Context: an optimization exercise on an open-source flow, tuned for small area and a short achievable clock period. The choices shown serve that exercise and are no tape-out recipe. RTL that was checked went through simulation tests only; none was proved equivalent to the original. Function not checked in run 3: the RTL went through the layout flow alone. No activity file was given, so power comes from the tool's default toggle rates.

===== config.mk =====
export PLATFORM = sky130hd
export DESIGN_NAME = audioTop
export DESIGN_NICKNAME = audioTop
export VERILOG_FILES = /design/flow/design.v
export SDC_FILE = /design/flow/constraint.sdc
export NUM_CORES = 4
export LEC_CHECK = 0
export CAP_MARGIN = 70
export CORE_MARGIN = 2
export CORE_UTILIZATION = 40
export SLEW_MARGIN = 40

===== constraint.sdc =====
create_clock -name core_clock -period 10.0 [get_ports {clk}]
set_input_delay 2.0000 -clock core_clock [delete_from_list [all_inputs] [get_ports {clk}]]
set_output_delay 2.0000 -clock core_clock [all_outputs]
set_load 0.01 [all_outputs]

===== design.v =====
`timescale 1ns/1ps
package audioPkg;
  localparam int addrWidth = 8;
  localparam int memDepth = 256;
  localparam int dataWidth = 8;
  localparam int spiAddrBits = 16;    
  localparam int writeFlagBit = 15;
  localparam int dacMsb = 12;         
  localparam logic [addrWidth-1:0] sampleLoAddr = 8'd254;
  localparam logic [addrWidth-1:0] sampleHiAddr = 8'd255;
  localparam int fetchInterval = 256;
  typedef enum logic {
    opRead  = 1'b0,
    opWrite = 1'b1
  } memOp_t;
  typedef struct packed {
    memOp_t                 op;
    logic [addrWidth-1:0]   addr;
    logic [dataWidth-1:0]   wdata;
  } memReq_t;
  typedef logic [dacMsb:0] dacWord_t;
endpackage
`timescale 1ns/1ps
module spiMemBridge (
  input  logic       clk,
  input  logic       Reset,
  input  logic       sck,
  input  logic       mosi,
  input  logic       ssel,
  output logic       miso,
  output logic       reqOp,       
  output logic [7:0] reqAddr,
  output logic [7:0] reqWdata,
  output logic       addrLoad,     
  output logic [7:0] addrLoadVal,
  output logic       partLoad,     
  output logic [4:0] partHi,
  output logic       req,
  input  logic       ack,
  input  logic [7:0] memQ         
);
  logic [2:0] sckSync;
  logic [1:0] sselSync;
  logic [1:0] mosiSync;
  logic sckRise;
  logic sckFall;
  logic sselActive;
  logic mosiBit;
  logic step;
  logic [4:0] count;
  logic [4:0] countNext;
  logic writeFlag;
  logic [7:0] addrShift;    
  logic [7:0] addrNext;
  logic [7:0] addrIncr;
  logic [7:0] dataIn;
  logic [7:0] byteNext;
  logic [7:0] readData;
  logic [7:0] shiftOut;
  logic issueRead;
  logic issueWrite;
  always_ff @(posedge clk or posedge Reset) begin
    if (Reset) begin
      sckSync <= '0;
      sselSync <= '1;
      mosiSync <= '0;
    end else begin
      sckSync <= {sckSync[1:0], sck};
      sselSync <= {sselSync[0], ssel};
      mosiSync <= {mosiSync[0], mosi};
    end
  end
  assign sckRise = (sckSync[2:1] == 2'b01);
  assign sckFall = (sckSync[2:1] == 2'b10);
  assign sselActive = ~sselSync[1];
  assign mosiBit = mosiSync[1];
  assign step = sselActive & sckRise;
  assign countNext = (count == 5'd23) ? 5'd16 : count + 5'd1;
  assign addrNext = {addrShift[6:0], mosiBit};
  assign addrIncr = addrShift + 8'd1;
  assign byteNext = {dataIn[6:0], mosiBit};
  assign issueRead = step & (((count == 5'd15) & ~writeFlag) |
                             ((count == 5'd23) & ~writeFlag));
  assign issueWrite = step & (count == 5'd23) & writeFlag;
  always_ff @(posedge clk or posedge Reset) begin
    if (Reset) begin
      count <= '0;
      writeFlag <= 1'b0;
      req <= 1'b0;
      shiftOut <= '0;
    end else begin
      if (issueRead | issueWrite) begin
        req <= 1'b1;
      end else if (ack) begin
        req <= 1'b0;
      end
      if (!sselActive) begin
        count <= '0;
        writeFlag <= 1'b0;
        shiftOut <= '0;
      end else begin
        if (sckRise) begin
          count <= countNext;
          if (count == 5'd0) writeFlag <= mosiBit;
        end
        if (sckFall) begin
          shiftOut <= (count == 5'd16) ? readData : {shiftOut[6:0], 1'b0};
        end
      end
    end
  end
  always_ff @(posedge clk) begin
    if (step) begin
      if (!count[4]) begin
        addrShift <= addrNext;
      end else begin
        dataIn <= byteNext;
        if (count == 5'd23) addrShift <= addrIncr;
      end
    end
    if (issueRead | issueWrite) begin
      reqOp <= issueWrite;
      reqAddr <= addrLoadVal;
      reqWdata <= byteNext;
    end
    if (ack && !reqOp) readData <= memQ;
  end
  assign addrLoad = issueRead | issueWrite;
  assign addrLoadVal = (count == 5'd15) ? addrNext : (issueWrite ? addrShift : addrIncr);
  assign partLoad = step & (count == 5'd12);
  assign partHi = {addrShift[3:0], mosiBit};
  assign miso = shiftOut[7];
endmodule
`timescale 1ns/1ps
module sharedMemory (
  input  logic       clk,
  input  logic       Reset,
  input  logic       hostOp,
  input  logic [7:0] hostAddr,
  input  logic [7:0] hostWdata,
  input  logic       addrLoad,
  input  logic [7:0] addrLoadVal,
  input  logic       partLoad,
  input  logic [4:0] partHi,
  input  logic       hostReq,
  output logic       hostAck,
  input  logic       fetchReq,
  output logic       fetchAck,
  output logic [7:0] hostQ,
  output logic [7:0] loQ,
  output logic [7:0] hiQ
);
  typedef enum logic [1:0] {
    arbIdle,
    arbServe,
    arbRelease
  } arbState_t;
  arbState_t state;
  logic grantFetch;
  logic lastFetch;
  logic activeReq;
  logic doWrite;
  logic [4:0] phase;           
  logic [4:0] phase1;          
  logic [4:0] place;           
  logic [2:0] lo;
  logic       pending;         
  logic       at7;
  logic       at0;
  logic [1:0] tapA;
  logic [1:0] tapB;
  logic       land;
  logic [7:0][31:0][7:0] ring;
  logic [7:0][7:0] hold;
  logic [7:0] sample254;
  logic [7:0] sample255;
  assign activeReq = grantFetch ? fetchReq : hostReq;
  always_ff @(posedge clk or posedge Reset) begin
    if (Reset) begin
      state <= arbIdle;
      grantFetch <= 1'b0;
      lastFetch <= 1'b1;
      hostAck <= 1'b0;
      fetchAck <= 1'b0;
    end else begin
      case (state)
        arbIdle: begin
          if (hostReq | fetchReq) begin
            if (hostReq & fetchReq) begin
              grantFetch <= ~lastFetch;
              lastFetch <= ~lastFetch;
            end else begin
              grantFetch <= fetchReq;
              lastFetch <= fetchReq;
            end
            state <= arbServe;
          end
        end
        arbServe: begin
          hostAck <= ~grantFetch;
          fetchAck <= grantFetch;
          state <= arbRelease;
        end
        arbRelease: begin
          if (!activeReq) begin
            hostAck <= 1'b0;
            fetchAck <= 1'b0;
            state <= arbIdle;
          end
        end
        default: state <= arbIdle;
      endcase
    end
  end
  assign doWrite = (state == arbServe) & ~grantFetch & hostOp;
  always_ff @(posedge clk) begin
    phase <= phase + 5'd1;
    phase1 <= phase1 + 5'd1;
    if (addrLoad) begin
      place <= addrLoadVal[7:3] + phase1;
      lo <= addrLoadVal[2:0];
    end else if (partLoad) begin
      place <= partHi + phase1;
      lo <= 3'd0;
    end else begin
      place <= place + 5'd1;
    end
  end
  assign at7 = (place[2:0] == 3'd7);     
  assign at0 = (place[2:0] == 3'd0);     
  assign tapA = place[4:3];
  assign tapB = place[4:3] + 2'd1;
  assign land = (doWrite | pending) & at7;
  always_ff @(posedge clk) begin
    pending <= (doWrite | pending) & ~at7;
  end
  for (genvar j = 0; j < 8; j++) begin : gRing
    logic lt;    
    assign lt = (3'(j) < lo);
    for (genvar k = 0; k < 4; k++) begin : gTap
      always_ff @(posedge clk) begin
        ring[j][8*k+7:8*k+1] <= ring[j][8*k+6:8*k];
        ring[j][8*k] <= (land && hostAddr[2:0] == 3'(j) && tapB == 2'(k)) ?
                        hostWdata : ring[j][(8*k+31)%32];
      end
    end
    always_ff @(posedge clk) begin
      if (lt ? at7 : at0) hold[j] <= ring[j][{(lt ? tapB : tapA), 3'd0}];
    end
  end
  always_ff @(posedge clk) begin
    if (doWrite && hostAddr == 8'd254) sample254 <= hostWdata;
    if (doWrite && hostAddr == 8'd255) sample255 <= hostWdata;
  end
  assign hostQ = hold[hostAddr[2:0]];
  assign loQ = sample254;
  assign hiQ = sample255;
endmodule
`timescale 1ns/1ps
module sampleFetch (
  input  logic               clk,
  input  logic               Reset,
  output logic               fetchHi,    
  output logic               req,
  input  logic               ack,
  input  logic [7:0]         loQ,        
  input  logic [4:0]         hiQ,        
  output audioPkg::dacWord_t sample
);
  typedef enum logic [1:0] {
    fetchWait,
    fetchLo,
    fetchHiS
  } fetchState_t;
  fetchState_t state;
  logic [7:0] intervalCount;
  logic [7:0] loByte;
  assign fetchHi = (state == fetchHiS);
  always_ff @(posedge clk or posedge Reset) begin
    if (Reset) begin
      state <= fetchWait;
      intervalCount <= '0;
      req <= 1'b0;
      sample <= 13'h1000;    
    end else begin
      case (state)
        fetchWait: begin
          intervalCount <= intervalCount + 1'b1;
          if (intervalCount == 8'hff) begin
            req <= 1'b1;
            state <= fetchLo;
          end
        end
        fetchLo: begin
          if (req & ack) begin
            req <= 1'b0;
          end else if (!req & !ack) begin
            req <= 1'b1;
            state <= fetchHiS;
          end
        end
        fetchHiS: begin
          if (req & ack) begin
            req <= 1'b0;
            sample <= {hiQ, loByte};
            state <= fetchWait;
          end
        end
        default: state <= fetchWait;
      endcase
    end
  end
  always_ff @(posedge clk) begin
    if (state == fetchLo && req && ack) loByte <= loQ;
  end
endmodule
`timescale 1ns/1ps
module sigmaDeltaDac (
  input  logic               clk,
  input  logic               Reset,
  input  audioPkg::dacWord_t sample,
  output logic               audio
);
  logic [12:0] acc;
  logic        carry;
  always_ff @(posedge clk or posedge Reset) begin
    if (Reset) begin
      acc <= '0;
      carry <= 1'b0;
      audio <= 1'b0;
    end else begin
      {carry, acc} <= {1'b0, acc} + {1'b0, sample};
      audio <= carry;
    end
  end
endmodule
`timescale 1ns/1ps
module audioTop (
  input  logic clk,
  input  logic Reset,
  input  logic sck,
  input  logic mosi,
  input  logic ssel,
  output logic miso,
  output logic audio
);
  logic       hostOp;
  logic [7:0] hostAddr;
  logic       addrLoad;
  logic [7:0] addrLoadVal;
  logic       partLoad;
  logic [4:0] partHi;
  logic [7:0] hostWdata;
  logic       hostReq;
  logic       hostAck;
  logic       fetchReq;
  logic       fetchAck;
  logic       fetchHi;
  logic [7:0] hostQ;
  logic [7:0] loQ;
  logic [7:0] hiQ;
  audioPkg::dacWord_t sample;
  spiMemBridge spiMemBridge_inst (
    .clk(clk), .Reset(Reset),
    .sck(sck), .mosi(mosi), .ssel(ssel), .miso(miso),
    .reqOp(hostOp), .reqAddr(hostAddr),
    .addrLoad(addrLoad), .addrLoadVal(addrLoadVal),
    .partLoad(partLoad), .partHi(partHi), .reqWdata(hostWdata),
    .req(hostReq), .ack(hostAck), .memQ(hostQ)
  );
  sampleFetch sampleFetch_inst (
    .clk(clk), .Reset(Reset),
    .fetchHi(fetchHi), .req(fetchReq), .ack(fetchAck),
    .loQ(loQ), .hiQ(hiQ[4:0]), .sample(sample)
  );
  sharedMemory sharedMemory_inst (
    .clk(clk), .Reset(Reset),
    .hostOp(hostOp), .hostAddr(hostAddr), .hostWdata(hostWdata),
    .addrLoad(addrLoad), .addrLoadVal(addrLoadVal),
    .partLoad(partLoad), .partHi(partHi),
    .hostReq(hostReq), .hostAck(hostAck),
    .fetchReq(fetchReq), .fetchAck(fetchAck),
    .hostQ(hostQ), .loQ(loQ), .hiQ(hiQ)
  );
  sigmaDeltaDac sigmaDeltaDac_inst (
    .clk(clk), .Reset(Reset), .sample(sample), .audio(audio)
  );
endmodule

===== run.sh =====
#!/bin/bash
# synth_recipe.tcl (not shown) runs the flow's synth.tcl, then flattens the netlist and writes it again
# the make line also repeats each setting of config.mk as NAME=value (left out here)
make -C /OpenROAD-flow-scripts/flow DESIGN_CONFIG=/design/flow/config.mk WORK_HOME=/design/flow/orfs CLKGATE_MAP_FILE= SYNTH_SCRIPT=/design/flow/synth_recipe.tcl finish

==> results of run 1 <==
[power by group through the flow]
stage | clock network, mW | registers [mW] | logic [mW]
floorplan | 0 | 9.26 | 0.0264
global placement | 0 | 9.26 | 0.0344
detailed placement | 0 | 9.26 | 0.0402
CTS | 7.96 | 9.06 | 0.0405
global route | 8.34 | 9.06 | 0.0447
finish | 7.77 | 9.06 | 0.0400
[layout by cell type, fill, tap and decap left out, types with 31 or more instances in the layout]
| master | Yosys | layout |
|---|---|---|
| a21oi_1 | 45 | 45 |
| buf_4 | 1 | 53 |
| clkbuf_1 | 48 | 41 |
| clkbuf_16 | 0 | 206 |
| clkbuf_8 | 0 | 33 |
| clkinv_2 | 0 | 35 |
| dfrtp_1 | 63 | 63 |
| dfxtp_1 | 2059 | 2059 |
| edfxtp_1 | 128 | 128 |
| ha_1 | 35 | 35 |
| mux2_2 | 286 | 286 |
| mux4_2 | 56 | 56 |
| nand2_1 | 50 | 50 |
| nor2_1 | 31 | 31 |
[cells in the mapped netlist (8+ instances only)]
cell type / count
inv_1: 29
ha_1: 35
nand3_1: 21
edfxtp_1: 128
nor2_1: 31
mux4_2: 56
mux2_2: 286
xnor2_1: 31
nand2_2: 8
nand4_1: 9
dfxtp_1: 2059
nor2b_1: 11
o21ai_0: 30
xor2_1: 14
dfrtp_1: 63
mux2i_1: 21
clkbuf_1: 48
mux4_1: 24
a21oi_1: 45
nand2_1: 50
nand3_2: 12
[sequential cells by signal, indices dropped and copies added (netlist names), 2 cells and up]
name,cells
spiMemBridge_inst.dataIn,7
spiMemBridge_inst.addrShift,8
sampleFetch_inst.state,2
sampleFetch_inst.intervalCount,8
sampleFetch_inst.sample,13
spiMemBridge_inst.mosiSync,2
sampleFetch_inst.loByte,8
sigmaDeltaDac_inst.acc,13
sharedMemory_inst.phase1,5
sharedMemory_inst.lo,3
sharedMemory_inst.state,2
spiMemBridge_inst.sselSync,2
spiMemBridge_inst.reqAddr,8
sharedMemory_inst.hold,64
spiMemBridge_inst.sckSync,3
sharedMemory_inst.sample255,5
spiMemBridge_inst.count,5
sharedMemory_inst.ring,2048
spiMemBridge_inst.reqWdata,8
spiMemBridge_inst.shiftOut,8
spiMemBridge_inst.readData,8
sharedMemory_inst.sample254,8
sharedMemory_inst.place,5
[layout make-up]
type,count,share of cell area
sequential,2254,0.7240
multi-input combinational,748,0.1211
clock buffer,280,0.08926
tap,1781,0.03451
clock inverter,85,0.01725
timing repair buffer,96,0.01205
inverter,30,0.001744
antenna,3,0.0001163
[final timing paths]
kind | slack [ns] | cells past startpoint | to
max reg2reg | 6.80 | 13 | sharedMemory_inst.place[4]
max in group asynchronous | 7.87 | 4 | sampleFetch_inst.sample[12]
min reg2reg | 0.31 | 0 | sharedMemory_inst.ring[625]
max | 6.32 | 1 | miso
min | 0.31 | 0 | sharedMemory_inst.ring[625]
min in group asynchronous | 1.57 | 3 | spiMemBridge_inst.shiftOut[6]
[layer usage]
metal  global-route usage  share of wire
met4              0.05135          0.028
met5                    0              0
met3              0.02933          0.044
met2               0.1799           0.42
met1               0.1832           0.51
[stage by stage]
| step | util | area [µm²] | power (mW) | setup WS (ns) | instances |
|---|---|---|---|---|---|
| 3_3_place_gp | 0.4204 | 57090 | 9.299 | 6.666 | 4841 |
| 4_1_cts | 0.4753 | 64550 | 17.06 | 6.222 | 5273 |
| 5_1_grt | 0.4754 | 64560 | 17.44 | 6.216 | 5274 |
| 2_1_floorplan | - | 54870 | 9.287 | 6.323 | 3092 |
| 6_report | 0.4754 | 64560 | 16.87 | 6.317 | 5277 |
| 3_5_place_dp | 0.4247 | 57680 | 9.303 | 6.860 | 4908 |
[cell families (layout without fill, tap and decap cells)]
| group | after synthesis | after routing | synth area share |
|---|---|---|---|
| flip-flops | 2254 | 2254 | 0.8519 |
| multiplexers | 387 | 387 | 0.09700 |
| AND/OR/NAND/NOR | 178 | 178 | 0.01772 |
| AO/OA/AOI/OAI | 100 | 100 | 0.01047 |
| buffers and inverters | 90 | 491 | 0.006635 |
| XOR/XNOR | 45 | 45 | 0.007183 |
| adder cells (fa/ha/maj) | 38 | 38 | 0.009076 |
| other | 0 | 3 | 0 |
==> out/results.tsv, run 1 <==
stage	metric	value	unit
synth	synth.distinct_cells	58	
route	drtIter0Drc	1175	
worst_setup_path	critPathLaunchType	flip-flop	
pwr	peakVddDrop	0.0001498	V
worst_setup_path	path_delay_family	buffers and inverters	
worst_setup_path	slowest_stage	clkdlybuf4s50_1	
clock_network	clock_sinks	2254	
clock_network	clk_pin_slew	0.07	ns
worst_setup_path	cp-end-kind	output pin	
clock_network	worstSkewPairLatency	0.79	ns
route	drc	0	
clock_network	cts_hold_buf	0	
worst_hold_path	hold_start	sharedMemory_inst.ring[617]	
synth	ys.flop_type	dfxtp_1	
global_route	grt.total_usage	0.1259	
run_status	status	finished clean	
pwr	p_switching	3.236	mW
global_route	grt_max_degree	41	
synth	postSynthAreaPerCell	17.75	µm²
worst_setup_path	worstReg2RegStart	spiMemBridge_inst.count[0]	
synth	yosysTopAreaCellShare	0.7512	
die	io_pins	7	
synth	synthesis.nets	3135	
pwr	p_clk_frac	0.460	
die	die-area	140200	µm²
timing	final_hold_viol_count	0	
pwr	p_leak	26.20	nW
clock_network	clockBufferDepth	3	
route	viasPerCell	4.245	
finish	syn_to_final_growth	17.67	%
clock_network	cts-buffers-inserted	196	
global_route	grt_overflow	0	
worst_setup_path	path_max_fanout	2	
pwr	p_int	13.64	mW
synth	synth_seq_area_share	0.8519	
timing	worst_pin_slew	0.4726	ns
route	wl	86.95	mm
job	drv_cap	0	
synth	ys_seq_elements	2254	
finish	n_fill_cell	11357	
timing	fin_crit	3.683	ns
finish	layout-drive-gt1-share	0.2256	
timing	drv_slew	0	
worst_hold_path	min_path_type	flip-flop to flip-flop	
finish	multi_input_area	7816	µm²
worst_setup_path	critPathBufInv	1	
placement	port_buffers	6	
pwr	switching_share	0.1918	
finish	seq_area	46740	µm²
worst_setup_path	worstPathRequired	8.00	ns
synth	ys_async_sr_fraction	0.02972	
synth	netlist_instances	3092	
pwr	seqPwrFrac	0.537	
timing	fin_setup_tns	0	ns
route	antenna_left	0	
clock_network	post_cts_buffers	0	
clock_network	cts.htree.levels	4	
die	start_util	0.4040	
pwr	power.density	261.3	nW/µm²
route	vias	22399	
clock_network	cts_tree	done	
clock_network	cts_resized	0	
global_route	grt_first_pass_wirelength	133.6	mm
die	coreArea	135800	µm²
synth	synth_area_leaders	dfxtp_1 75%, edfxtp_1 7.0%, mux2_2 5.9%	
worst_setup_path	crit_path_start	spiMemBridge_inst.shiftOut[7]	
timing	setup_violations	0	
die	die_height	374.4	µm
route	wl_per_cell	16.48	µm
placement	gp_congestion	0.7943	
clock_network	cts-root-buf	clkbuf_16	
timing	min_period_over_period	0.3683	
synth	synth_top_cell_by_area	dfxtp_1	
timing	holdWs	0.3093	ns
worst_setup_path	cp_cell_sequence	clkdlybuf4s50_1	
pwr	comb_power_share	0.002	
timing	rsz0062_at_grt	no	
timing	clock.fmax	271.5	MHz
worst_setup_path	path_class	flip-flop to output pin	
timing	clock_skew	0.01983	ns
synth	synth_area	54870	µm²
route	first_pass_iters	5	
timing	max_slew_margin	0.6849	
worst_setup_path	slowest_delay	0.55	ns
finish	num-nets-final	3369	
worst_setup_path	worst_ep_arrival_time	1.68	ns
global_route	grt_pass1_vias	22415	
die	row_count	135	
die	die_w	374.4	µm
synth	synth-warning-count	4	
global_route	antenna_found_initial	6	
placement	hpwl	54.39	mm
synth	synth_edf_count	128	
==> run 2, diff against run 1 <==
==> flow/run.sh (new file) <==
#!/bin/bash
set -euo pipefail
bash standard.sh "BUFFER_PORTS_ARGS=-buffer_cell sky130_fd_sc_hd__buf_4" \
  SETUP_SLACK_MARGIN=6.7 finish > make_finish.log 2>&1
==> standard.sh (new file) <==
#!/bin/bash
# synth_recipe.tcl (not shown) runs the flow's synth.tcl, then flattens the netlist and writes it again
# the make line also repeats each setting of config.mk as NAME=value (left out here)
make -C /OpenROAD-flow-scripts/flow DESIGN_CONFIG=/design/flow/config.mk WORK_HOME=/design/flow/orfs CLKGATE_MAP_FILE= SYNTH_SCRIPT=/design/flow/synth_recipe.tcl "${@:-finish}"
--- a/config.mk
+++ b/config.mk
@@ -7,5 +7,7 @@
 export LEC_CHECK = 0
-export CAP_MARGIN = 70
+export CAP_MARGIN = 20
 export CORE_MARGIN = 2
 export CORE_UTILIZATION = 40
-export SLEW_MARGIN = 40
+export CTS_CLUSTER_DIAMETER = 100
+export CTS_CLUSTER_SIZE = 22
+export SLEW_MARGIN = 20
removed: run.sh
==> run 2 against run 1 <==
Effect of this change: first-iteration DRC count up 12%; core utilization down 3.1 points; synthesized cell count unchanged; still clean; final area down 6.5%; highest routed layer unchanged; sequential power about the same; critical path depth unchanged.
==> out/results.tsv, run 2 <==
stage	metric	value	unit	change
die	die_height	374.4	µm	unchanged
finish	final_common_cell	dfxtp_1		unchanged
synth	ys_async_sr_fraction	0.02972		unchanged
timing	clock_skew	0.04193	ns	was 0.01983 ns
synth	ys_seq_elements	2254		unchanged
clock_network	worstSkewPairLatency	0.73	ns	was 0.79 ns
clock_network	cts.htree.levels	3		was 4
clock_network	cts_hold_buf	0		unchanged
worst_setup_path	slowest_stage	dfrtp_2		was clkdlybuf4s50_1
clock_network	clockBufferDepth	3		unchanged
route	antenna_left	0		unchanged
timing	final_hold_viol_count	0		unchanged
pwr	peakVddDrop	0.0001898	V	was 0.0001498 V
route	drc	0		unchanged
synth	synth_edf_count	128		unchanged
synth	synth-warning-count	4		unchanged
clock_network	cts-root-buf	clkbuf_16		unchanged
global_route	grt_max_degree	68		was 41
worst_setup_path	worstPathRequired	8.00	ns	about the same
clock_network	cts_tree	done		unchanged
placement	gp_congestion	0.8150		was 0.7943
global_route	grt.total_usage	0.1195		was 0.1259
timing	rsz0062_at_grt	yes		was no
synth	ys.flop_type	dfxtp_1		unchanged
placement	port_buffers	6		unchanged
worst_setup_path	cp_cell_sequence	buf_6		was clkdlybuf4s50_1
placement	hpwl	50.50	mm	was 54.39 mm
die	start_util	0.4040		unchanged
worst_setup_path	critPathBufInv	1		unchanged
synth	synth_area	54870	µm²	unchanged
pwr	power.density	229.7	nW/µm²	was 261.3 nW/µm²
route	first_pass_iters	5		unchanged
worst_hold_path	min_path_type	flip-flop to flip-flop		unchanged
finish	final_cell_mix	2059 x dfxtp_1, 286 x mux2_2, 128 x edfxtp_1		was 2059 x dfxtp_1, 286 x mux2_2, 206 x clkbuf_16
job	drv_cap	0		unchanged
synth	yosysTopAreaCellShare	0.7512		unchanged
synth	synthTopCellsByCount	2059 x dfxtp_1, 286 x mux2_2, 128 x edfxtp_1		unchanged
worst_setup_path	critPathLaunchType	flip-flop		unchanged
synth	synth.distinct_cells	58		unchanged
clock_network	clk_pin_slew	0.09	ns	was 0.07 ns
finish	num-nets-final	3230		was 3369
clock_network	clock_sinks	2254		unchanged
timing	fin_crit	3.307	ns	was 3.683 ns
worst_setup_path	slowest_delay	0.45	ns	was 0.55 ns
synth	synth_area_leaders	dfxtp_1 75%, edfxtp_1 7.0%, mux2_2 5.9%		unchanged
pwr	p_leak	24.07	nW	was 26.20 nW
timing	max_slew_margin	0.3713		was 0.6849
route	viasPerCell	4.265		was 4.245
timing	min_period_over_period	0.3307		was 0.3683
timing	fin_setup_tns	0	ns	unchanged
global_route	grt_pass1_vias	21154		was 22415
die	die_w	374.4	µm	unchanged
global_route	grt_first_pass_wirelength	128.1	mm	was 133.6 mm
global_route	antenna_found_initial	2		was 6
finish	largest_reg_flops	2048		unchanged
synth	synth_seq_area_share	0.8519		unchanged
timing	holdWs	0.2981	ns	was 0.3093 ns
finish	n_fill_cell	11847		was 11357
synth	synthesis.nets	3135		unchanged
worst_setup_path	worst_ep_arrival_time	1.31	ns	was 1.68 ns
finish	reg_top3	sharedMemory_inst.ring (2048), sharedMemory_inst.hold (64)		unchanged
die	coreArea	135800	µm²	unchanged
finish	syn_to_final_growth	10.06	%	was 17.67%
synth	yosysMostFrequentCell	dfxtp_1		unchanged
timing	setup_violations	0		unchanged
finish	regMostFlops	sharedMemory_inst.ring		unchanged
die	row_count	135		unchanged
synth	synth_top_cell_by_area	dfxtp_1		unchanged
worst_setup_path	path_max_fanout	2		unchanged
run_status	status	finished clean		unchanged
worst_setup_path	path_class	flip-flop to output pin		unchanged
timing	worst_pin_slew	0.9396	ns	was 0.4726 ns
route	wl_per_cell	16.53	µm	was 16.48 µm
timing	clock.fmax	302.4	MHz	was 271.5 MHz
worst_setup_path	cp-end-kind	output pin		unchanged
finish	layout-drive-gt1-share	0.1701		was 0.2256
route	wl	83.10	mm	was 86.95 mm
route	drtIter0Drc	1314		was 1175
route	vias	21442		was 22399
timing	drv_slew	0		unchanged
clock_network	cts-buffers-inserted	113		was 196
synth	netlist_instances	3092		unchanged
worst_setup_path	path_delay_family	flip-flops		was buffers and inverters
global_route	grt_overflow	0		unchanged
die	io_pins	7		unchanged
die	die-area	140200	µm²	unchanged
synth	postSynthAreaPerCell	17.75	µm²	unchanged
==> run 2: cell counts after synthesis <==
No cell type changed its count.
==> run 2: cells by family after synthesis <==
family / share of synthesized area
AOI/OAI and AO/OA: 0.01047
xor gates and xnor gates: 0.007183
adders and majority gates: 0.009076
buffers and inverters: 0.006635
muxes: 0.09700
and+or+nand+nor: 0.01772
DFF: 0.8519
==> run 2: path summary, 6_finish.rpt <==
check / from / end / slack, ns / depth (start not counted)
worst max-delay path: spiMemBridge_inst.shiftOut[7] / miso / 6.69 / 1
worst min register to register: sharedMemory_inst.ring[849] / sharedMemory_inst.ring[857] / 0.30 / 0
worst max register to register: spiMemBridge_inst.count[0] / sharedMemory_inst.place[4] / 6.95 / 13
max in group asynchronous: Reset / spiMemBridge_inst.shiftOut[7] / 7.81 / 3
worst min-delay path: sharedMemory_inst.ring[849] / sharedMemory_inst.ring[857] / 0.30 / 0
min in group asynchronous: Reset / sigmaDeltaDac_inst.audio / 1.53 / 3
==> run 2: layout make-up <==
type	count	area, µm²	share of cell area
Tap cell	1781	2228	0.03690
Antenna cell	1	2.502	0.00004144
Sequential cell	2254	46750	0.7741
Multi-Input combinational cell	748	7787	0.1290
Timing Repair Buffer	40	311.5	0.005159
Clock buffer	162	3032	0.05020
Clock inverter	11	161.4	0.002673
Inverter	30	120.1	0.001989
==> run 2: what timing repair did <==
action                                 CTS  global route
resized for setup                        1             5
endpoints found under the hold margin    0             0
buffers inserted                         1             6
setup endpoints to repair                1            20
==> run 2: through the flow <==
| step | total power [mW] | util | instance area (µm²) | instances | worst slack, ns |
|---|---|---|---|---|---|
| 6_report | 13.87 | 0.4447 | 60390 | 5027 | 6.693 |
| 5_1_grt | 14.39 | 0.4447 | 60390 | 5026 | 6.643 |
| 4_1_cts | 14.05 | 0.4441 | 60310 | 5019 | 6.615 |
| 3_5_place_dp | 9.300 | 0.4205 | 57110 | 4845 | 6.834 |
| 3_3_place_gp | 9.300 | 0.4204 | 57090 | 4845 | 6.776 |
| 2_1_floorplan | 9.287 | - | 54870 | 3092 | 7.179 |
==> run 2: report_power, final <==
part           internal, mW  leakage, nW  switching, mW
combinational        0.0125         3.73         0.0221
sequential             9.05         18.8        0.00670
clock                  2.13         1.54           2.66
total                  11.2         24.1           2.69
==> run 2: per-layer routing <==
layer  track usage  vias up  wire, µm
met2        0.1737      235     34740
met3       0.02156      135      2771
met4       0.04063        0      2174
met5             0        -         0
met1        0.1785    10576     43420
li1              -    10496         -
==> run 3, diff against run 2 <==
--- a/design.v
+++ b/design.v
@@ -218,6 +218,3 @@
     phase1 <= phase1 + 5'd1;
-    if (addrLoad) begin
-      place <= addrLoadVal[7:3] + phase1;
-      lo <= addrLoadVal[2:0];
-    end else if (partLoad) begin
+    if (partLoad) begin
       place <= partHi + phase1;
@@ -225,3 +222,4 @@
     end else begin
-      place <= place + 5'd1;
+      place <= place + ((addrLoad && lo == 3'd7) ? 5'd2 : 5'd1);
+      if (addrLoad) lo <= addrLoadVal[2:0];
     end
==> flow/run.sh (replaced) <==
#!/bin/bash
set -euo pipefail
bash standard.sh "BUFFER_PORTS_ARGS=-buffer_cell sky130_fd_sc_hd__buf_4" \
  SETUP_SLACK_MARGIN=7.3 finish > make_finish.log 2>&1
==> run 3 against run 2 <==
Effect of this change: largest power group unchanged; global-route usage hardly changed; critical path depth stayed put; still clean; core utilization is 0.093 points higher; largest cell class unchanged.
==> out/results.tsv, run 3 <==
stage	metric	value	unit	change
pwr	comb_power_share	0.002		about the same
placement	port_buffers	6		unchanged
clock_network	clk_pin_slew	0.08	ns	was 0.09 ns
placement	gp_congestion	0.7785		was 0.8150
synth	synth_top_cell_by_area	dfxtp_1		unchanged
global_route	grtUsageMet1	0.1787		was 0.1785
die	coreArea	135600	µm²	was 135800 µm²
worst_setup_path	worst_ep_arrival_time	1.27	ns	was 1.31 ns
synth	muxShareOfSynthArea	0.09668		was 0.09700
worst_setup_path	slowest_stage	dfrtp_1		was dfrtp_2
route	vias	21385		was 21442
synth	synth.distinct_cells	58		unchanged
pwr	p_switching	2.631	mW	was 2.686 mW
die	die_w	373.8	µm	was 374.4 µm
finish	syn_to_final_growth	10.47	%	was 10.06%
synth	synth_xor_area_frac	0.006243		was 0.007183
synth	yosys.area_share.simple	0.01667		was 0.01772
finish	final_cell_mix	2061 x dfxtp_1, 281 x mux2_2, 125 x edfxtp_1		was 2059 x dfxtp_1, 286 x mux2_2, 128 x edfxtp_1
die	start_util	0.4034		was 0.4040
finish	instances_no_fill	5029		was 5027
timing	drv_slew	0		unchanged
timing	final_hold_viol_count	0		unchanged
global_route	busiest_layer	met1		unchanged
timing	rsz0062_at_grt	yes		unchanged
worst_setup_path	reg2reg_depth	5		was 13
clock_network	worstSkewPairLatency	0.72	ns	was 0.73 ns
timing	setup_ws	6.733	ns	was 6.693 ns
global_route	grtUsageMet3	0.02069		was 0.02156
placement	dp_slack	6.706	ns	was 6.834 ns
synth	netlist_instances	3085		was 3092
synth	postSynthAreaPerCell	17.74	µm²	was 17.75 µm²
worst_setup_path	path_max_fanout	2		unchanged
route	drtIter0Drc	1301		was 1314
clock_network	cts-root-buf	clkbuf_16		unchanged
clock_network	clock_sinks	2254		unchanged
placement	hpwl	51.15	mm	was 50.50 mm
worst_setup_path	cp-end-kind	output pin		unchanged
worst_setup_path	critPathBufInv	1		unchanged
synth	ys_async_sr_fraction	0.02972		unchanged
worst_setup_path	path_class	flip-flop to output pin		unchanged
synth	synth_top_family_by_area	multiplexers		unchanged
clock_network	clockBufferDepth	3		unchanged
worst_hold_path	holdPathStages	0		unchanged
timing	fin_crit	3.267	ns	was 3.307 ns
clock_network	cts_hold_buf	0		unchanged
route	wl_per_cell	16.67	µm	was 16.53 µm
finish	finalCoreUtilization	0.4456		was 0.4447
die	die-area	139800	µm²	was 140200 µm²
synth	synth_area_leaders	dfxtp_1 75%, edfxtp_1 6.9%, mux2_2 5.8%		was dfxtp_1 75%, edfxtp_1 7.0%, mux2_2 5.9%
synth	yosysMostFrequentCell	dfxtp_1		unchanged
pwr	seqPwrFrac	0.656		was 0.653
job	drv_cap	0		unchanged
synth	synth_area	54710	µm²	was 54870 µm²
pwr	power	13.79	mW	was 13.87 mW
timing	clock_skew	0.03399	ns	was 0.04193 ns
placement	dp.cells	4841		was 4845
worst_setup_path	worstPathRequired	8.00	ns	about the same
synth	ys_seq_elements	2254		unchanged
worst_setup_path	path_delay_family	flip-flops		unchanged
pwr	peakVddDrop	0.0001652	V	was 0.0001898 V
finish	layout-drive-gt1-share	0.1700		was 0.1701
global_route	grt_max_degree	59		was 68
worst_setup_path	slowest_delay	0.43	ns	was 0.45 ns
worst_setup_path	timing.rr.end	sharedMemory_inst.ring[1286]		was sharedMemory_inst.place[4]
timing	min_period_over_period	0.3267		was 0.3307
worst_hold_path	hold_start	sharedMemory_inst.ring[1677]		was sharedMemory_inst.ring[849]
worst_hold_path	min_path_type	flip-flop to flip-flop		unchanged
global_route	antenna_found_initial	6		was 2
timing	fin_setup_tns	0	ns	unchanged
synth	ys.flop_type	dfxtp_1		unchanged
clock_network	cts.htree.levels	3		unchanged
synth	synth_seq_area_share	0.8538		was 0.8519
global_route	grt_first_pass_wirelength	127.4	mm	was 128.1 mm
synth	synth-warning-count	4		unchanged
route	first_pass_iters	5		unchanged
worst_setup_path	cp_cell_sequence	buf_6		unchanged
synth	synth-compound-area-share	0.01237		was 0.01047
pwr	p_leak	24.14	nW	was 24.07 nW
global_route	grt_overflow	0		unchanged
finish	n_fill_cell	11669		was 11847
synth	synthTopCellsByCount	2062 x dfxtp_1, 281 x mux2_2, 125 x edfxtp_1		was 2059 x dfxtp_1, 286 x mux2_2, 128 x edfxtp_1
worst_setup_path	crit_path_start	spiMemBridge_inst.shiftOut[7]		unchanged
run_status	status	finished clean		unchanged
route	viasPerCell	4.252		was 4.265
global_route	grt.total_usage	0.1198		was 0.1195
timing	max_slew_margin	0.2492		was 0.3713
finish	diodes	0		was 1
route	antenna_left	0		unchanged
timing	setup_violations	0		unchanged
finish	largest_reg_flops	2048		unchanged
finish	reg_top3	sharedMemory_inst.ring (2048), sharedMemory_inst.hold (64)		unchanged
pwr	p_clk_frac	0.342		was 0.345
worst_setup_path	worstReg2RegStart	sharedMemory_inst.place[4]		was spiMemBridge_inst.count[0]
route	wl	83.82	mm	was 83.10 mm
die	die_height	373.8	µm	was 374.4 µm
finish	regMostFlops	sharedMemory_inst.ring		unchanged
finish	final_common_cell	dfxtp_1		unchanged
timing	worst_pin_slew	1.126	ns	was 0.9396 ns
global_route	grt_pass1_vias	20976		was 21154
worst_setup_path	critPathLaunchType	flip-flop		unchanged
synth	synth_fa_ha_area_frac	0.007729		was 0.009076
pwr	power.density	228.1	nW/µm²	was 229.7 nW/µm²
finish	num-nets-final	3229		was 3230
synth	synthesis.nets	3122		was 3135
die	io_pins	7		unchanged
worst_setup_path	reg2reg_slack	7.41	ns	was 6.95 ns
clock_network	cts-buffers-inserted	112		was 113
worst_hold_path	holdPathEnd	sharedMemory_inst.ring[1685]		was sharedMemory_inst.ring[857]
timing	clock.fmax	306.1	MHz	was 302.4 MHz
clock_network	cts_tree	done		unchanged
route	drc	0		unchanged
synth	yosysTopAreaCellShare	0.7544		was 0.7512
global_route	globalRouteMet2Util	0.1758		was 0.1737
synth	synth_edf_count	125		was 128
pwr	p_int	11.16	mW	was 11.19 mW
pwr	switching_share	0.1908		was 0.1936
die	row_count	135		unchanged
==> run 3: cell types whose count changed after synthesis, sizes merged, moves of 4 or more <==
| cell | delta |
|---|---|
| mux2 | -5 |
| ha | -6 |
| o21ai | +4 |
| nor2 | +4 |
| nand4 | -4 |
| a21oi | -17 |
| nor3 | +5 |
| a211oi | +4 |
| xnor2 | -4 |
| a21o | +4 |
==> run 3: cells by family (layout without fill, tap and decap cells) <==
| logic type | Yosys count | after routing |
|---|---|---|
| fa+ha+maj | 32 | 32 |
| buf+inv | 90 | 253 |
| flops | 2254 | 2254 |
| compound gates | 108 | 108 |
| simple gates | 181 | 181 |
| xor+xnor | 39 | 39 |
| mux | 381 | 381 |
==> run 3: final cells by class <==
cell class                 count  area [µm²]  share of cell area
sequential                  2254       46720              0.7729
multi-input combinational    741        7819              0.1294
clock buffer                 164        3019             0.04995
tap                         1781        2228             0.03687
timing repair buffer          54       429.2            0.007100
inverter                      28       125.1            0.002070
clock inverter                 6       97.59            0.001615
timing repair inverter         1       6.256           0.0001035
==> run 3: per-stage QoR <==
stage,instance area (µm²),hold WS [ns]
5_1_grt,60440,0.3246
6_report,60440,0.3117
4_1_cts,60310,0.3112
3_5_place_dp,57010,0.3121
3_3_place_gp,57000,0.3095
2_1_floorplan,54740,0.3096
==> run 3: repair_timing <==
action | in CTS | in global routing
endpoints found under the setup margin | 216 | 79
gates cloned | 1 | 0
pin swaps | 2 | 5
setup buffers | 8 | 9
resized for setup | 24 | 14
==> run 3: power groups by stage <==
stage / Clock [mW] / Combinational, mW / Sequential [mW]
6_report: 4.71 / 0.0263 / 9.05
5_1_grt: 5.21 / 0.0304 / 9.05
4_1_cts: 4.88 / 0.0257 / 9.05
3_5_place_dp: 0 / 0.0247 / 9.26
3_3_place_gp: 0 / 0.0242 / 9.26
2_1_floorplan: 0 / 0.0201 / 9.26
==> run 3: worst max-delay path by stage <==
| stage | endpoint | slack, ns | depth (start not counted) |
|---|---|---|---|
| 4_1_cts | miso | 6.67 | 1 |
| 6_report | miso | 6.73 | 1 |
| 3_5_place_dp | sharedMemory_inst.place[4] | 6.71 | 13 |
| 3_3_place_gp | sharedMemory_inst.hold[0] | 6.79 | 5 |
| 5_1_grt | miso | 6.65 | 1 |
| 2_1_floorplan | sampleFetch_inst.intervalCount[0] | 7.28 | 1 |
==> run 3: layer usage <==
layer	routed length, µm	vias up
li1	-	10496
met1	43380	10476
met2	35310	301
met3	3196	112
met4	1937	0
met5	0	-
==> run 4, diff against run 3 <==
--- a/design.v
+++ b/design.v
@@ -31,6 +31,5 @@
   output logic       reqOp,       
-  output logic [7:0] reqAddr,
   output logic [7:0] reqWdata,
   output logic       addrLoad,     
-  output logic [7:0] addrLoadVal,
+  output logic [2:0] addrLoadLo,   
   output logic       partLoad,     
@@ -52,5 +51,5 @@
   logic writeFlag;
-  logic [7:0] addrShift;    
-  logic [7:0] addrNext;
-  logic [7:0] addrIncr;
+  logic [3:0] addrShift;    
+  logic [3:0] addrNext;
+  logic [2:0] addrIncr;
   logic [7:0] dataIn;
@@ -78,4 +77,4 @@
   assign countNext = (count == 5'd23) ? 5'd16 : count + 5'd1;
-  assign addrNext = {addrShift[6:0], mosiBit};
-  assign addrIncr = addrShift + 8'd1;
+  assign addrNext = {addrShift[2:0], mosiBit};
+  assign addrIncr = addrShift[2:0] + 3'd1;
   assign byteNext = {dataIn[6:0], mosiBit};
@@ -117,3 +116,3 @@
         dataIn <= byteNext;
-        if (count == 5'd23) addrShift <= addrIncr;
+        if (count == 5'd23) addrShift[2:0] <= addrIncr;
       end
@@ -122,3 +121,2 @@
       reqOp <= issueWrite;
-      reqAddr <= addrLoadVal;
       reqWdata <= byteNext;
@@ -128,3 +126,3 @@
   assign addrLoad = issueRead | issueWrite;
-  assign addrLoadVal = (count == 5'd15) ? addrNext : (issueWrite ? addrShift : addrIncr);
+  assign addrLoadLo = (count == 5'd15) ? addrNext[2:0] : (issueWrite ? addrShift[2:0] : addrIncr);
   assign partLoad = step & (count == 5'd12);
@@ -138,6 +136,5 @@
   input  logic       hostOp,
-  input  logic [7:0] hostAddr,
   input  logic [7:0] hostWdata,
   input  logic       addrLoad,
-  input  logic [7:0] addrLoadVal,
+  input  logic [2:0] addrLoadLo,
   input  logic       partLoad,
@@ -163,5 +160,5 @@
   logic [4:0] phase;           
-  logic [4:0] phase1;          
   logic [4:0] place;           
-  logic [2:0] lo;
+  logic [2:0] lo;              
+  logic       top;             
   logic       pending;         
@@ -217,5 +214,4 @@
     phase <= phase + 5'd1;
-    phase1 <= phase1 + 5'd1;
     if (partLoad) begin
-      place <= partHi + phase1;
+      place <= partHi + phase + 5'd1;
       lo <= 3'd0;
@@ -223,5 +219,6 @@
       place <= place + ((addrLoad && lo == 3'd7) ? 5'd2 : 5'd1);
-      if (addrLoad) lo <= addrLoadVal[2:0];
+      if (addrLoad) lo <= addrLoadLo;
     end
   end
+  assign top = (place + 5'd1 == phase);
   assign at7 = (place[2:0] == 3'd7);     
@@ -240,3 +237,3 @@
         ring[j][8*k+7:8*k+1] <= ring[j][8*k+6:8*k];
-        ring[j][8*k] <= (land && hostAddr[2:0] == 3'(j) && tapB == 2'(k)) ?
+        ring[j][8*k] <= (land && lo == 3'(j) && tapB == 2'(k)) ?
                         hostWdata : ring[j][(8*k+31)%32];
@@ -249,6 +246,6 @@
   always_ff @(posedge clk) begin
-    if (doWrite && hostAddr == 8'd254) sample254 <= hostWdata;
-    if (doWrite && hostAddr == 8'd255) sample255 <= hostWdata;
+    if (doWrite && top && lo == 3'd6) sample254 <= hostWdata;
+    if (doWrite && top && lo == 3'd7) sample255 <= hostWdata;
   end
-  assign hostQ = hold[hostAddr[2:0]];
+  assign hostQ = hold[lo];
   assign loQ = sample254;
@@ -345,5 +342,4 @@
   logic       hostOp;
-  logic [7:0] hostAddr;
   logic       addrLoad;
-  logic [7:0] addrLoadVal;
+  logic [2:0] addrLoadLo;
   logic       partLoad;
@@ -363,4 +359,4 @@
     .sck(sck), .mosi(mosi), .ssel(ssel), .miso(miso),
-    .reqOp(hostOp), .reqAddr(hostAddr),
-    .addrLoad(addrLoad), .addrLoadVal(addrLoadVal),
+    .reqOp(hostOp),
+    .addrLoad(addrLoad), .addrLoadLo(addrLoadLo),
     .partLoad(partLoad), .partHi(partHi), .reqWdata(hostWdata),
@@ -375,4 +371,4 @@
     .clk(clk), .Reset(Reset),
-    .hostOp(hostOp), .hostAddr(hostAddr), .hostWdata(hostWdata),
-    .addrLoad(addrLoad), .addrLoadVal(addrLoadVal),
+    .hostOp(hostOp), .hostWdata(hostWdata),
+    .addrLoad(addrLoad), .addrLoadLo(addrLoadLo),
     .partLoad(partLoad), .partHi(partHi),
==> run 4 against run 3 <==
Effect of this change: critical path type unchanged; final area shrank 0.72%; sequential cell count shrank 12; clock power is essentially flat; cell count shrank 0.34%; highest routed layer is now met5; synthesized cell count grew 0.26%.
==> out/results.tsv, run 4 <==
stage	metric	value	unit	change
synth	synth_top_cell_by_area	dfxtp_1		unchanged
timing	min_period_over_period	0.3343		was 0.3267
timing	fin_setup_tns	0	ns	unchanged
route	wl_per_cell	16.71	µm	was 16.67 µm
worst_setup_path	path_max_fanout	2		unchanged
pwr	power	13.72	mW	was 13.79 mW
synth	yosysMostFrequentCell	dfxtp_1		unchanged
synth	synth_area	54450	µm²	was 54710 µm²
timing	clock_skew	0.02702	ns	was 0.03399 ns
worst_setup_path	worstPathRequired	8.00	ns	about the same
global_route	grt_overflow	0		unchanged
timing	final_hold_viol_count	0		unchanged
global_route	grt_max_degree	68		was 59
synth	synth.distinct_cells	70		was 58
synth	synth_area_leaders	dfxtp_1 76%, edfxtp_1 6.2%, mux2_2 5.7%		was dfxtp_1 75%, edfxtp_1 6.9%, mux2_2 5.8%
finish	largest_reg_flops	2048		unchanged
route	viasPerCell	4.264		was 4.252
synth	synth_edf_count	113		was 125
worst_hold_path	min_path_type	flip-flop to flip-flop		unchanged
clock_network	clk_pin_slew	0.10	ns	was 0.08 ns
pwr	comb_power_share	0.002		about the same
job	drv_cap	0		unchanged
pwr	p_leak	23.82	nW	was 24.14 nW
clock_network	clockBufferDepth	3		unchanged
synth	ys_seq_elements	2242		was 2254
synth	synth_seq_area_share	0.8513		was 0.8538
die	io_pins	7		unchanged
timing	clock.fmax	299.1	MHz	was 306.1 MHz
finish	syn_to_final_growth	10.21	%	was 10.47%
synth	synthesis.nets	3133		was 3122
finish	layout-drive-gt1-share	0.1727		was 0.1700
pwr	peakVddDrop	0.0001485	V	was 0.0001652 V
timing	worst_pin_slew	1.119	ns	was 1.126 ns
finish	n_fill_cell	11742		was 11669
synth	ys.flop_type	dfxtp_1		unchanged
placement	dp.cells	4835		was 4841
die	coreArea	135300	µm²	was 135600 µm²
pwr	seqPwrFrac	0.656		about the same
pwr	power.density	228.6	nW/µm²	was 228.1 nW/µm²
global_route	grt_pass1_vias	20956		was 20976
finish	seq_area	46360	µm²	was 46720 µm²
timing	max_slew_margin	0.2540		was 0.2492
worst_setup_path	slowest_delay	0.47	ns	was 0.43 ns
global_route	grt.total_usage	0.1209		was 0.1198
synth	synth-warning-count	4		unchanged
worst_setup_path	worst_ep_arrival_time	1.34	ns	was 1.27 ns
placement	port_buffers	6		unchanged
global_route	grt_first_pass_wirelength	127.4	mm	about the same
finish	final_common_cell	dfxtp_1		unchanged
global_route	antenna_found_initial	3		was 6
synth	synthTopCellsByCount	2062 x dfxtp_1, 274 x mux2_2, 113 x edfxtp_1		was 2062 x dfxtp_1, 281 x mux2_2, 125 x edfxtp_1
finish	regMostFlops	sharedMemory_inst.ring		unchanged
route	drtIter0Drc	1237		was 1301
timing	drv_slew	0		unchanged
die	die-area	139100	µm²	was 139800 µm²
die	die_w	372.9	µm	was 373.8 µm
finish	reg_top3	sharedMemory_inst.ring (2048), sharedMemory_inst.hold (64)		unchanged
route	wl	83.76	mm	was 83.82 mm
synth	netlist_instances	3093		was 3085
worst_setup_path	cp_cell_sequence	buf_6		unchanged
worst_setup_path	path_class	flip-flop to output pin		unchanged
timing	holdWs	0.3080	ns	was 0.3117 ns
clock_network	clock_sinks	2242		was 2254
finish	num-nets-final	3220		was 3229
clock_network	cts-root-buf	clkbuf_16		unchanged
placement	hpwl	51.02	mm	was 51.15 mm
synth	yosysTopAreaCellShare	0.7581		was 0.7544
timing	setup_violations	0		unchanged
pwr	switching_share	0.1915		was 0.1908
placement	gp_congestion	0.7886		was 0.7785
pwr	p_clk_frac	0.343		was 0.342
clock_network	cts.htree.levels	3		unchanged
clock_network	cts_tree	done		unchanged
route	drc	0		unchanged
die	row_count	135		unchanged
timing	setup_ws	6.657	ns	was 6.733 ns
finish	instances_no_fill	5012		was 5029
worst_setup_path	critical_path_depth	1		unchanged
run_status	status	finished clean		unchanged
synth	ys_async_sr_fraction	0.02988		was 0.02972
worst_setup_path	reg2reg_depth	6		was 5
finish	design_area	60010	µm²	was 60440 µm²
timing	rsz0062_at_grt	yes		unchanged
timing	fin_crit	3.343	ns	was 3.267 ns
pwr	p_int	11.09	mW	was 11.16 mW
worst_setup_path	critPathBufInv	1		unchanged
die	die_height	372.9	µm	was 373.8 µm
finish	multi_input_area	7870	µm²	was 7819 µm²
route	vias	21372		was 21385
worst_setup_path	path_delay_family	flip-flops		unchanged
clock_network	cts-buffers-inserted	112		unchanged
die	start_util	0.4024		was 0.4034
finish	final_cell_mix	2059 x dfxtp_1, 274 x mux2_2, 113 x clkbuf_16, 113 x edfxtp_1, 62 x dfrtp_1		was 2061 x dfxtp_1, 281 x mux2_2, 125 x edfxtp_1
worst_hold_path	holdPathStages	0		unchanged
synth	postSynthAreaPerCell	17.60	µm²	was 17.74 µm²
route	antenna_left	0		unchanged
clock_network	worstSkewPairLatency	0.74	ns	was 0.72 ns
worst_setup_path	slowest_stage	dfrtp_2		was dfrtp_1
worst_setup_path	cp-end-kind	output pin		unchanged
placement	dp_slack	6.404	ns	was 6.706 ns
finish	diodes	0		unchanged
placement	dpl_cell_area	56590	µm²	was 57010 µm²
finish	finalCoreUtilization	0.4435		was 0.4456
worst_setup_path	critPathLaunchType	flip-flop		unchanged
pwr	p_switching	2.626	mW	was 2.631 mW
route	first_pass_iters	5		unchanged
[run 4: cell count changes after synthesis, moves of 6 or more]
cell and change:
mux2i_1 +15, nor2_1 +18, nand3_1 -10, mux4_1 -20
xnor2_1 -6, mux2_2 -7, edfxtp_1 -12, clkbuf_1 -13
o21ai_0 -6, nand2_1 -29, nand3_2 +12, a21oi_1 +7
[run 4: kinds of logic (layout without fill, tap and decap cells)]
group / count (synthesis) / in the layout / share of synthesized area
AND/OR/NAND/NOR: 191 / 191 / 0.02036
AO/OA/AOI/OAI: 115 / 116 / 0.01360
flip-flops: 2242 / 2242 / 0.8513
buffers and inverters: 91 / 228 / 0.007146
multiplexers: 377 / 377 / 0.09130
XOR/XNOR: 42 / 42 / 0.007790
adder cells (fa/ha/maj): 35 / 35 / 0.008456
[run 4: layout make-up]
type	count	share of cell area
Sequential cell	2242	0.7726
Multi-Input combinational cell	761	0.1311
Clock buffer	158	0.04994
Tap cell	1781	0.03713
Timing Repair Buffer	34	0.005233
Clock inverter	7	0.002002
Inverter	29	0.001918
[run 4: layer usage]
layer | vias to the layer above | global-route usage | share of wire | wire length, µm
met5 | - | 0 | 0.00013 | 11
met2 | 243 | 0.1793 | 0.43 | 36060
met1 | 10550 | 0.1775 | 0.51 | 42880
met3 | 123 | 0.02424 | 0.036 | 3000
li1 | 10454 | - | - | -
met4 | 2 | 0.03697 | 0.022 | 1809
[run 4: power by group through the flow]
stage	Sequential [mW]	Combinational [mW]	Clock [mW]
global placement	9.20	0.0205	0
detailed placement	9.20	0.0208	0
global route	9.00	0.0243	5.21
floorplan	9.20	0.0151	0
finish	8.99	0.0211	4.70
CTS	8.99	0.0217	4.86
[run 4: path summary, 6_finish.rpt]
| check | start | end | slack (ns) |
|---|---|---|---|
| max | spiMemBridge_inst.shiftOut[7] | miso | 6.66 |
| min | sharedMemory_inst.ring[1427] | sharedMemory_inst.ring[1435] | 0.31 |
| max reg2reg | sharedMemory_inst.lo[0] | spiMemBridge_inst.readData[5] | 7.42 |
| min reg2reg | sharedMemory_inst.ring[1427] | sharedMemory_inst.ring[1435] | 0.31 |
| max in group asynchronous | Reset | spiMemBridge_inst.shiftOut[7] | 7.79 |
| min in group asynchronous | Reset | spiMemBridge_inst.mosiSync[0] | 1.57 |
[run 4: repair_timing]
item	4_1_cts	5_1_grt
cloned	1	0
endpoints found under the hold margin	0	0
setup buffers	9	2
hold buffers	0	0
pin swaps	2	2
setup endpoints to repair	323	22
gates resized for setup	31	5
==> run 5, diff against run 4 <==
--- a/config.mk
+++ b/config.mk
@@ -9,3 +9,3 @@
 export CORE_MARGIN = 2
-export CORE_UTILIZATION = 40
+export CORE_UTILIZATION = 65
 export CTS_CLUSTER_DIAMETER = 100
==> run 5 against run 4 <==
Effect of this change: still clean on timing, DRC and antenna; wire length is 3.0% higher; cell count is 14% lower; register-to-register slack worse by 0.08 ns; clock-buffer cell count is 6 higher; clock power is 0.9% lower; highest routed layer is now met4.
==> out/results.tsv, run 5 <==
stage	metric	value	unit	change
synth	ys_seq_elements	2242		unchanged
timing	clock_skew	0.02582	ns	was 0.02702 ns
pwr	p_leak	23.80	nW	was 23.82 nW
worst_setup_path	slowest_delay	0.46	ns	was 0.47 ns
timing	fin_crit	3.297	ns	was 3.343 ns
die	coreArea	83290	µm²	was 135300 µm²
pwr	seqPwrFrac	0.658		was 0.656
finish	regMostFlops	sharedMemory_inst.ring		unchanged
synth	synth_top_cell_by_area	dfxtp_1		unchanged
clock_network	worstSkewPairLatency	0.70	ns	was 0.74 ns
synth	synth_area_leaders	dfxtp_1 76%, edfxtp_1 6.2%, mux2_2 5.7%		unchanged
worst_setup_path	cp_cell_sequence	buf_6		unchanged
route	wl	86.27	mm	was 83.76 mm
finish	largest_reg_flops	2048		unchanged
worst_hold_path	holdPathEnd	sharedMemory_inst.ring[1139]		was sharedMemory_inst.ring[1435]
die	die-area	86100	µm²	was 139100 µm²
synth	synth_seq_area_share	0.8513		unchanged
synth	postSynthAreaPerCell	17.60	µm²	unchanged
pwr	power.density	231.3	nW/µm²	was 228.6 nW/µm²
timing	drv_slew	0		unchanged
die	start_util	0.6537		was 0.4024
synth	synth-warning-count	4		unchanged
global_route	grt_max_degree	65		was 68
finish	syn_to_final_growth	8.608	%	was 10.21%
finish	num-nets-final	3219		was 3220
synth	ys.flop_type	dfxtp_1		unchanged
synth	synth_edf_count	113		unchanged
worst_setup_path	worstPathRequired	8.00	ns	about the same
worst_setup_path	reg2reg_slack	7.34	ns	was 7.42 ns
finish	final_cell_mix	2059 x dfxtp_1, 274 x mux2_2, 113 x edfxtp_1		was 2059 x dfxtp_1, 274 x mux2_2, 113 x clkbuf_16, 113 x edfxtp_1, 62 x dfrtp_1
synth	yosysMostFrequentCell	dfxtp_1		unchanged
worst_setup_path	worstReg2RegStart	sharedMemory_inst.place[0]		was sharedMemory_inst.lo[0]
synth	synth_area	54450	µm²	unchanged
die	die_height	293.4	µm	was 372.9 µm
die	die_w	293.4	µm	was 372.9 µm
worst_setup_path	path_delay_family	flip-flops		unchanged
synth	ys_async_sr_fraction	0.02988		unchanged
clock_network	cts-root-buf	clkbuf_16		unchanged
placement	gp_congestion	0.7867		was 0.7886
timing	rsz0062_at_grt	yes		unchanged
worst_setup_path	slowest_stage	dfrtp_2		unchanged
global_route	antenna_found_initial	3		unchanged
timing	fin_setup_tns	0	ns	unchanged
die	row_count	106		was 135
job	drv_cap	0		unchanged
clock_network	clk_pin_slew	0.09	ns	was 0.10 ns
synth	synthTopCellsByCount	2062 x dfxtp_1, 274 x mux2_2, 113 x edfxtp_1		unchanged
timing	min_period_over_period	0.3297		was 0.3343
route	drtIter0Drc	1233		was 1237
worst_setup_path	cp-end-kind	output pin		unchanged
clock_network	clock_sinks	2242		unchanged
pwr	peakVddDrop	0.0001798	V	was 0.0001485 V
worst_setup_path	critPathLaunchType	flip-flop		unchanged
synth	synthesis.nets	3133		unchanged
route	viasPerCell	5.003		was 4.264
synth	synth.distinct_cells	70		unchanged
finish	layout-drive-gt1-share	0.1716		was 0.1727
route	wl_per_cell	19.99	µm	was 16.71 µm
finish	diodes	0		unchanged
global_route	grt.total_usage	0.2043		was 0.1209
timing	max_slew_margin	0.3738		was 0.2540
worst_setup_path	critPathBufInv	1		unchanged
run_status	status	finished clean		unchanged
route	vias	21589		was 21372
global_route	grt_overflow	0		unchanged
timing	worst_pin_slew	0.9393	ns	was 1.119 ns
synth	netlist_instances	3093		unchanged
worst_hold_path	hold_start	sharedMemory_inst.ring[1131]		was sharedMemory_inst.ring[1427]
clock_network	cts_tree	done		unchanged
timing	setup_violations	0		unchanged
clock_network	cts-buffers-inserted	111		was 112
worst_hold_path	min_path_type	flip-flop to flip-flop		unchanged
pwr	p_clk_frac	0.341		was 0.343
finish	final_common_cell	dfxtp_1		unchanged
worst_setup_path	timing.rr.end	sharedMemory_inst.ring[1413]		was spiMemBridge_inst.readData[5]
timing	final_hold_viol_count	0		unchanged
route	antenna_left	0		unchanged
finish	reg_top3	sharedMemory_inst.ring (2048), sharedMemory_inst.hold (64)		unchanged
global_route	grt_pass1_vias	22229		was 20956
route	drc	0		unchanged
worst_setup_path	worst_ep_arrival_time	1.30	ns	was 1.34 ns
pwr	p_switching	2.604	mW	was 2.626 mW
timing	clock.fmax	303.3	MHz	was 299.1 MHz
route	first_pass_iters	5		unchanged
global_route	grt_first_pass_wirelength	132.6	mm	was 127.4 mm
worst_setup_path	path_class	flip-flop to output pin		unchanged
clock_network	clockBufferDepth	3		unchanged
worst_setup_path	reg2reg_depth	6		unchanged
synth	yosysTopAreaCellShare	0.7581		unchanged
pwr	p_int	11.07	mW	was 11.09 mW
pwr	switching_share	0.1904		was 0.1915
pwr	comb_power_share	0.002		about the same
clock_network	cts.htree.levels	3		unchanged
finish	finalCoreUtilization	0.7100		was 0.4435
placement	hpwl	51.58	mm	was 51.02 mm
worst_hold_path	holdPathStages	0		unchanged
die	io_pins	7		unchanged
placement	port_buffers	6		unchanged
worst_setup_path	path_max_fanout	2		unchanged
## run 5: worst max path at each step
| stage | start | end | slack (ns) | depth (start not counted) |
|---|---|---|---|---|
| 2_1_floorplan | Reset | sampleFetch_inst.intervalCount[0] | 7.28 | 1 |
| 3_3_place_gp | sharedMemory_inst.place[3] | sharedMemory_inst.hold[28] | 6.66 | 5 |
| 3_5_place_dp | sharedMemory_inst.place[3] | sharedMemory_inst.hold[37] | 6.53 | 5 |
| 4_1_cts | spiMemBridge_inst.shiftOut[7] | miso | 6.66 | 1 |
| 5_1_grt | spiMemBridge_inst.shiftOut[7] | miso | 6.67 | 1 |
| 6_report | spiMemBridge_inst.shiftOut[7] | miso | 6.70 | 1 |
## run 5: cells by family after synthesis
family / Yosys count / share of synthesized area
buffers and inverters: 91 / 0.007146
multiplexers: 377 / 0.09130
flip-flops: 2242 / 0.8513
XOR/XNOR: 42 / 0.007790
AND/OR/NAND/NOR: 191 / 0.02036
AO/OA/AOI/OAI: 115 / 0.01360
adder cells (fa/ha/maj): 35 / 0.008456
## run 5: final cells by class
class                      instances  area (µm²)
sequential                      2242       46360
fill                            5274       24150
multi-input combinational        761        7908
clock buffer                     164        2987
tap                             1080        1351
timing repair buffer              34       319.1
inverter                          29       115.1
clock inverter                     5       91.34
## run 5: power groups by stage
stage | Sequential (mW) | Combinational [mW] | Clock [mW]
after floorplan | 9.20 | 0.0151 | 0
after global placement | 9.20 | 0.0192 | 0
after detailed placement | 9.20 | 0.0204 | 0
after CTS | 8.99 | 0.0214 | 4.77
after global routing | 9.00 | 0.0237 | 5.10
final | 8.99 | 0.0208 | 4.66
## run 5: metrics by stage
stage	hold WS [ns]	power (mW)	area, µm²	std cells	setup WS (ns)
6_report	0.3157	13.68	59140	4315	6.703
5_1_grt	0.3150	14.12	59140	4315	6.669
4_1_cts	0.3040	13.79	59040	4311	6.660
3_5_place_dp	0.3121	9.225	55710	4135	6.533
3_3_place_gp	0.3096	9.223	55710	4135	6.658
2_1_floorplan	0.3096	9.216	54460	3093	7.275
## run 5: layer usage
| metal | vias up | wire (µm) | global-route usage |
|---|---|---|---|
| li1 | 10462 | - | - |
| met1 | 10757 | 42850 | 0.3027 |
| met2 | 258 | 39220 | 0.3204 |
| met3 | 112 | 2486 | 0.02663 |
| met4 | 0 | 1714 | 0.05712 |
| met5 | - | 0 | 0 |
## run 5: repair_timing
| action | CTS | global route |
|---|---|---|
| buffers inserted | 6 | 3 |
| cloned | 1 | 0 |
| gates resized for setup | 36 | 8 |
| pin swaps | 4 | 2 |
| hold buffers | 0 | 0 |
| setup endpoints to repair | 323 | 47 |
==> run 6, diff against run 5 <==
--- a/config.mk
+++ b/config.mk
@@ -11,3 +11,3 @@
 export CTS_CLUSTER_DIAMETER = 100
-export CTS_CLUSTER_SIZE = 22
+export CTS_CLUSTER_SIZE = 26
 export SLEW_MARGIN = 20
==> run 6 against run 5 <==
Effect of this change: still clean on timing, DRC and antenna; total power shrank 2.2%; clock skew grew 0.0024 ns; sequential cell count is the same; wire length shrank 0.67%; critical path depth is the same; clock power shrank 6.4%; maximum frequency is essentially flat; sequential share of layout area grew 0.40 points; synthesized cell count is the same; largest cell class unchanged.
==> out/results.tsv, run 6 <==
stage	metric	value	unit	change
run_status	status	finished clean		unchanged
pwr	peakVddDrop	0.0002504	V	was 0.0001798 V
placement	port_buffers	6		unchanged
synth	synth-warning-count	4		unchanged
synth	netlist_instances	3093		unchanged
placement	dp.cells	4135		unchanged
die	die_w	293.4	µm	unchanged
worst_setup_path	path_max_fanout	2		unchanged
finish	n_fill_cell	5320		was 5274
synth	synthesis.nets	3133		unchanged
route	wl	85.69	mm	was 86.27 mm
clock_network	cts.htree.levels	3		unchanged
global_route	grt_max_degree	65		unchanged
synth	postSynthAreaPerCell	17.60	µm²	unchanged
pwr	switching_share	0.1914		was 0.1904
finish	finalCoreUtilization	0.7064		was 0.7100
route	antenna_left	0		unchanged
die	die-area	86100	µm²	unchanged
worst_setup_path	worst_ep_arrival_time	1.29	ns	was 1.30 ns
pwr	comb_power_share	0.002		about the same
clock_network	worstSkewPairLatency	0.70	ns	about the same
synth	synth_seq_area_share	0.8513		unchanged
synth	ys_async_sr_fraction	0.02988		unchanged
global_route	grt.total_usage	0.2029		was 0.2043
clock_network	clock_sinks	2242		unchanged
synth	synth_area	54450	µm²	unchanged
placement	hpwl	51.58	mm	unchanged
die	coreArea	83290	µm²	unchanged
worst_setup_path	critPathLaunchType	flip-flop		unchanged
finish	num-nets-final	3207		was 3219
clock_network	cts_tree	done		unchanged
timing	min_period_over_period	0.3294		was 0.3297
worst_setup_path	slowest_delay	0.47	ns	was 0.46 ns
finish	final_common_cell	dfxtp_1		unchanged
finish	regMostFlops	sharedMemory_inst.ring		unchanged
clock_network	clockBufferDepth	3		unchanged
pwr	p_leak	23.65	nW	was 23.80 nW
timing	fin_setup_tns	0	ns	unchanged
route	vias	21589		unchanged
worst_setup_path	cp_cell_sequence	buf_6		unchanged
timing	rsz0062_at_grt	yes		unchanged
synth	ys.flop_type	dfxtp_1		unchanged
pwr	p_switching	2.560	mW	was 2.604 mW
placement	gp_congestion	0.7867		unchanged
finish	multi_input_area	7965	µm²	was 7908 µm²
finish	final_cell_mix	2059 x dfxtp_1, 274 x mux2_2, 113 x edfxtp_1		unchanged
timing	fin_crit	3.294	ns	was 3.297 ns
route	drtIter0Drc	1236		was 1233
timing	clock.fmax	303.6	MHz	was 303.3 MHz
pwr	p_int	10.82	mW	was 11.07 mW
finish	instances_no_fill	4298		was 4315
die	die_height	293.4	µm	unchanged
worst_setup_path	critPathBufInv	1		unchanged
finish	syn_to_final_growth	8.061	%	was 8.608%
clock_network	cts_hold_buf	0		unchanged
synth	synth_area_leaders	dfxtp_1 76%, edfxtp_1 6.2%, mux2_2 5.7%		unchanged
finish	diodes	0		unchanged
timing	clock_skew	0.02823	ns	was 0.02582 ns
global_route	grt_overflow	0		unchanged
job	drv_cap	0		unchanged
finish	seq_area	46360	µm²	unchanged
clock_network	cts-root-buf	clkbuf_16		unchanged
finish	layout-drive-gt1-share	0.1694		was 0.1716
timing	drv_slew	0		unchanged
timing	holdWs	0.3208	ns	was 0.3157 ns
die	start_util	0.6537		unchanged
finish	largest_reg_flops	2048		unchanged
timing	setup_violations	0		unchanged
clock_network	cts-buffers-inserted	96		was 111
pwr	p_clk_frac	0.326		was 0.341
route	wl_per_cell	19.94	µm	was 19.99 µm
[run 6: cell counts after synthesis]
No cell type changed its count.
[run 6: power groups by stage]
stage	registers [mW]	logic (mW)	clock network (mW)
floorplan	9.20	0.0151	0
global placement	9.20	0.0192	0
detailed placement	9.20	0.0204	0
CTS	9.00	0.0214	4.46
global route	9.00	0.0242	4.78
finish	9.00	0.0213	4.36
[run 6: worst paths after layout]
kind / startpoint / endpoint / slack (ns) / cells after the start
min reg2reg: sharedMemory_inst.ring[1993] / sharedMemory_inst.ring[2001] / 0.32 / 0
min in group asynchronous: Reset / spiMemBridge_inst.mosiSync[0] / 1.19 / 2
max reg2reg: sharedMemory_inst.place[0] / sharedMemory_inst.ring[901] / 7.31 / 6
max in group asynchronous: Reset / spiMemBridge_inst.shiftOut[7] / 7.69 / 3
min: sharedMemory_inst.ring[1993] / sharedMemory_inst.ring[2001] / 0.32 / 0
max: spiMemBridge_inst.shiftOut[7] / miso / 6.71 / 1
[run 6: cell type report]
type | instances | share of cell area
Sequential cell | 2242 | 0.7880
Multi-Input combinational cell | 761 | 0.1354
Clock buffer | 143 | 0.04383
Tap cell | 1080 | 0.02297
Timing Repair Buffer | 37 | 0.006018
Inverter | 29 | 0.002020
Clock inverter | 6 | 0.001786
[run 6: cells by family after synthesis]
group	count (synthesis)	synth area share
compound gates	115	0.01360
xor+xnor	42	0.007790
fa+ha+maj	35	0.008456
buf+inv	91	0.007146
flops	2242	0.8513
mux	377	0.09130
simple gates	191	0.02036
[run 6: per-layer routing]
layer  global-route usage  vias up  routed length (µm)
li1                     -    10422                   -
met1               0.3040    10737               42400
met2               0.3151      294               38600
met3              0.02708      136                2559
met4              0.05463        0                2131
met5                    0        -                   0
[run 6: timing repair]
item	4_1_cts	5_1_grt
resized for setup	36	17
pin swaps	5	5
cloned	1	0
setup endpoints to repair	323	104
setup buffers	9	3
[run 6: metrics by stage]
stage	worst slack (ns)	total power [mW]	area (µm²)
2_1_floorplan	7.275	9.216	54460
3_3_place_gp	6.658	9.223	55710
3_5_place_dp	6.533	9.225	55710
4_1_cts	6.680	13.48	58700
5_1_grt	6.667	13.80	58840
6_report	6.706	13.38	58840

Check on run 6: ideal ports give 6.706 ns setup slack; a clkbuf_16 on the clock port and buf_2 on the inputs give 6.641 ns; moving port delays by the midpoint clock arrival (0.748 ns) as well gives 6.981 ns.
